Source: an optimization exercise on an open RTL-to-GDS flow (aim: small area and few clock cycles per item). Production flows keep margins and buffers that such runs may drop.
RTL that was checked went through simulation tests only; none was proved equivalent to the original.
No activity file was given, so power comes from the tool's default toggle rates.

==> flow/design.v (excerpt) <==
module lidar_frame_decoder_top (
    input  logic clk,
    input  logic rst_n,
    input  logic cfg_we,
    input  logic [15:0] cfg_wdata,
    input  logic        in_valid,
    output logic        in_ready,
    input  logic [1:0]  in_opcode,
    input  logic [1:0]  in_sensor,
    input  logic [7:0]  in_data,
    output logic        out_valid,
    input  logic        out_ready,
    output logic        out_error,
    output logic [1:0]  out_frame_event,
    output logic [16:0] out_distance,
    output logic [15:0] out_strength,
    output logic [15:0] out_temperature,
    output logic [23:0] out_version,
    output logic [15:0] out_frame_rate,
    output logic [31:0] out_baud_rate,
    output logic [1:0]  out_output_format,
    output logic [7:0]  out_response_count
);
For scale: about 1,400 cells after synthesis, about 630 flip-flops, roughly 170 I/O pins, about 23,000 sq um of cells after synthesis.
clock: 8.0 ns
lec_check: 0
cap_margin: 20
core_margin: 2
core_utilization: 60
slew_margin: 20
standard.sh (not shown) runs the stock make flow with config.mk's settings and CLKGATE_MAP_FILE= SYNTH_SCRIPT=/design/flow/synth_recipe.tcl, a recipe that flattens the netlist after the stock synthesis.
==> flow/flow/run.sh <==
#!/bin/bash
# standard layout with these changes: port buffers are buf_1 cells, and CTS uses clkbuf_8
# clusters of at most 18 sinks and inserts no dummy loads
set -e
cp standard.sh standard.sh.log
export BUFFER_PORTS_ARGS="-buffer_cell sky130_fd_sc_hd__buf_1"
export CTS_ARGS="-sink_clustering_enable -repair_clock_nets -dont_use_dummy_load -buf_list sky130_fd_sc_hd__clkbuf_4 -sink_clustering_size 10 -sink_clustering_max_diameter 40"
bash standard.sh > flow_standard.log 2>&1
Testbench counts at the start, summed over its fixed seeds: cycles 19,240, items 19,232.
Then changed:
==> flow/flow/run.sh (replaced) <==
#!/bin/bash
# standard layout with these changes: port buffers are buf_1 cells, and CTS uses clkbuf_8
# clusters of at most 18 sinks and inserts no dummy loads
set -e
cp standard.sh standard.sh.log
export BUFFER_PORTS_ARGS="-buffer_cell sky130_fd_sc_hd__buf_1"
export CTS_ARGS="-sink_clustering_enable -repair_clock_nets -dont_use_dummy_load -buf_list sky130_fd_sc_hd__clkbuf_8 -sink_clustering_size 18 -sink_clustering_max_diameter 50"
bash standard.sh > flow_standard.log 2>&1
Settings changed: CORE_UTILIZATION 60 to 75.
Effect:
- The new run completed without violations
- setup slack is worse by 390 ps
- utilization goes up by 15 points
- die area goes down by about a fifth
- synthesized cell count is unchanged
- area after synthesis does not change

---

lidar_frame_decoder_top, a different RTL version from the one above (not shown whole).
For scale: about 1400 cells after synthesis, about 630 flip-flops, ~170 I/O pins.
==> flow/config.mk <==
export PLATFORM = sky130hd
export DESIGN_NAME = lidar_frame_decoder_top
export DESIGN_NICKNAME = lidar_frame_decoder_top
export VERILOG_FILES = /design/flow/design.v
export SDC_FILE = /design/flow/constraint.sdc
export NUM_CORES = 4
export LEC_CHECK = 0
export CAP_MARGIN = 20
export CORE_MARGIN = 2
export CORE_UTILIZATION = 40
export SLEW_MARGIN = 20
==> flow/constraint.sdc <==
create_clock -name core_clock -period 8.0 [get_ports {clk}]
set_input_delay 1.6000 -clock core_clock [delete_from_list [all_inputs] [get_ports {clk}]]
set_output_delay 1.6000 -clock core_clock [all_outputs]
set_load 0.01 [all_outputs]
==> flow/flow/run.sh <==
#!/bin/bash
# standard layout with these changes: port buffers are buf_1 cells, and CTS uses clkbuf_8
# clusters of at most 18 sinks and inserts no dummy loads
set -e
cp standard.sh standard.sh.log
export BUFFER_PORTS_ARGS="-buffer_cell sky130_fd_sc_hd__buf_1"
export CTS_ARGS="-sink_clustering_enable -repair_clock_nets -dont_use_dummy_load -buf_list sky130_fd_sc_hd__clkbuf_8 -sink_clustering_size 18 -sink_clustering_max_diameter 50"
bash standard.sh > flow_standard.log 2>&1
Testbench counts at the start, summed over its fixed seeds: cycles 19,240, items 19,232.
Next try:
==> flow/flow/run.sh (replaced) <==
#!/bin/bash
# standard layout with two changes: port buffers are buf_1 cells and CTS inserts no dummy loads
set -e
cp standard.sh standard.sh.log
export BUFFER_PORTS_ARGS="-buffer_cell sky130_fd_sc_hd__buf_1"
export CTS_ARGS="-sink_clustering_enable -repair_clock_nets -dont_use_dummy_load"
bash standard.sh > flow_standard.log 2>&1
=>
- The new run ran to the end with no violations
- final cell count is about the same
- sequential share of layout area is lower by 2.1 points
- clock-buffer cell count goes up by 8

---

lidar_frame_decoder_top with an RTL version that a note above also has.
Size: about 1,400 cells after synthesis, about 630 flip-flops.
==> flow/config.mk <==
export PLATFORM = sky130hd
export DESIGN_NAME = lidar_frame_decoder_top
export DESIGN_NICKNAME = lidar_frame_decoder_top
export VERILOG_FILES = /design/flow/design.v
export SDC_FILE = /design/flow/constraint.sdc
export NUM_CORES = 4
export LEC_CHECK = 0
export CAP_MARGIN = 20
export CORE_MARGIN = 2
export CORE_UTILIZATION = 60
export SLEW_MARGIN = 20
==> flow/constraint.sdc <==
create_clock -name core_clock -period 8.0 [get_ports {clk}]
set_input_delay 1.6000 -clock core_clock [delete_from_list [all_inputs] [get_ports {clk}]]
set_output_delay 1.6000 -clock core_clock [all_outputs]
set_load 0.01 [all_outputs]
==> flow/flow/run.sh <==
#!/bin/bash
# standard layout with these changes: port buffers are buf_1 cells, and CTS uses clkbuf_8
# clusters of at most 18 sinks and inserts no dummy loads
set -e
cp standard.sh standard.sh.log
export BUFFER_PORTS_ARGS="-buffer_cell sky130_fd_sc_hd__buf_1"
export CTS_ARGS="-sink_clustering_enable -repair_clock_nets -dont_use_dummy_load -buf_list sky130_fd_sc_hd__clkbuf_8 -sink_clustering_size 18 -sink_clustering_max_diameter 100"
bash standard.sh > flow_standard.log 2>&1
The starting point finished clean.
Testbench counts at the start, summed over its fixed seeds: cycles 19,240, items 19,232.
Edit:
==> flow/flow/run.sh (replaced) <==
#!/bin/bash
# standard layout with these changes: port buffers are buf_1 cells, and CTS uses clkbuf_8
# clusters of at most 18 sinks and inserts no dummy loads
set -e
cp standard.sh standard.sh.log
export BUFFER_PORTS_ARGS="-buffer_cell sky130_fd_sc_hd__buf_1"
export CTS_ARGS="-sink_clustering_enable -repair_clock_nets -dont_use_dummy_load -buf_list sky130_fd_sc_hd__clkbuf_8 -sink_clustering_size 18 -sink_clustering_max_diameter 50"
bash standard.sh > flow_standard.log 2>&1
Outcome:
- worst setup slack is better by 36 ps
- power is higher slightly
- clock-buffer cell count grows by 5
- via count is about the same
- non-clock buffer count is unchanged
- sequential power is about the same
- routed wire length goes up slightly
- final area barely changes
- flip-flop and latch count does not change
- maximum frequency came out higher slightly
- combinational power stays flat

---

Setup of v6:
lidar_frame_decoder_top, a different RTL version from the one above (not shown whole).
For scale: about 1,600 cells after synthesis, about 170 I/O pins, roughly 24,000 um2 of cells after synthesis.
export LEC_CHECK = 0
export CAP_MARGIN = 20
export CORE_MARGIN = 2
export CORE_UTILIZATION = 40
export SLEW_MARGIN = 20
create_clock -name core_clock -period 8.0 [get_ports {clk}]
==> flow/flow/run.sh <==
#!/bin/bash
# standard layout with two changes: port buffers are buf_1 cells and CTS inserts no dummy loads
set -e
cp standard.sh standard.sh.log
export BUFFER_PORTS_ARGS="-buffer_cell sky130_fd_sc_hd__buf_1"
export CTS_ARGS="-sink_clustering_enable -repair_clock_nets -dont_use_dummy_load -buf_list sky130_fd_sc_hd__clkbuf_16 -sink_clustering_size 36 -sink_clustering_max_diameter 80"
bash standard.sh > flow_standard.log 2>&1
In summary, v6 completed successfully, with a layout that passed the timing, design-rule and antenna checks.
--- input diff v6..v7 ---
--- a/flow/flow/run.sh
+++ b/flow/flow/run.sh
@@ -6 +6 @@
-export CTS_ARGS="-sink_clustering_enable -repair_clock_nets -dont_use_dummy_load -buf_list sky130_fd_sc_hd__clkbuf_16 -sink_clustering_size 36 -sink_clustering_max_diameter 80"
+export CTS_ARGS="-sink_clustering_enable -repair_clock_nets -dont_use_dummy_load -buf_list sky130_fd_sc_hd__clkbuf_8 -sink_clustering_size 18 -sink_clustering_max_diameter 50"
## What came out
Comparing v6 against v7, there is no change at all in remaining antenna violation count.
Re proportion of power drawn by the clock network: v6 was lower than v7.
Summary of v7 over v6: sequential share of power decreased by 0.9 points relative to the old numbers, utilization roughly the same, total wirelength of the detailed-routed design moved up, met2 track demand over resource went down 0.49 points.
Placement-stage cell area: v6 vs v7 identical
Going from v6 to v7, via count grows by 105.
Power delta (v7 − v6): unfavourable
The highest-delay cell along the critical path comes out nor2b_4 in one run and nor3_2 in the other, namely in v6 and v7 respectively.
v7 -> v6: clock slew seen by the registers of the worst setup and hold paths flat
From v6 to v7, number of buffers and inverters on the critical path did not move at all.
Function was not checked in any run of this note: the RTL went through the layout flow alone.

separate check: timing with driven ports:
Ports are ideal in the flow. The routed layouts listed here were re-timed in OpenROAD.
Step 1: set_driving_cell puts a clkbuf_16 on clk and a buf_2 on each other input, an assumption about the parent block.
Step 2, shift: input delay + t, output delay - t, t = (earliest + latest rising clock arrival at the registers) / 2. This alone moves slack from input paths to output paths.
a / b / c = ideal ports / drivers / drivers and shift; a / b = the first two.
run | t, ns | setup slack, ns | worst hold slack (ns) | worst setup path after step 2
the first run of note 1 | 0.792 | 2.089 / 2.038 / 2.208 | 0.382 / 0.382 / 0.382 | register to register
the second run of note 1 | 0.603 | 1.703 / 1.652 / 2.194 | 0.396 / 0.396 / 0.396 | register to register
the first run of note 2 | 0.698 | 1.323 / 1.268 / 1.966 | 0.410 / 0.410 / 0.410 | register to output
the second run of note 2 | 0.664 | 1.402 / 1.342 / 2.007 | 0.415 / 0.415 / 0.415 | register to output
the first run of note 3 | 0.675 | 2.166 / 2.117 / 2.203 | 0.427 / 0.427 / 0.427 | register to register
the second run of note 3 | 0.685 | 2.202 / 2.152 / 2.232 | 0.425 / 0.425 / 0.425 | register to register
v6 | 0.643 | 1.541 / 1.480 / 2.122 | 0.391 / 0.391 / 0.391 | register to output
v7 | 0.699 | 1.419 / 1.364 / 2.063 | 0.410 / 0.410 / 0.410 | register to output
After both steps every run listed still meets setup and hold.
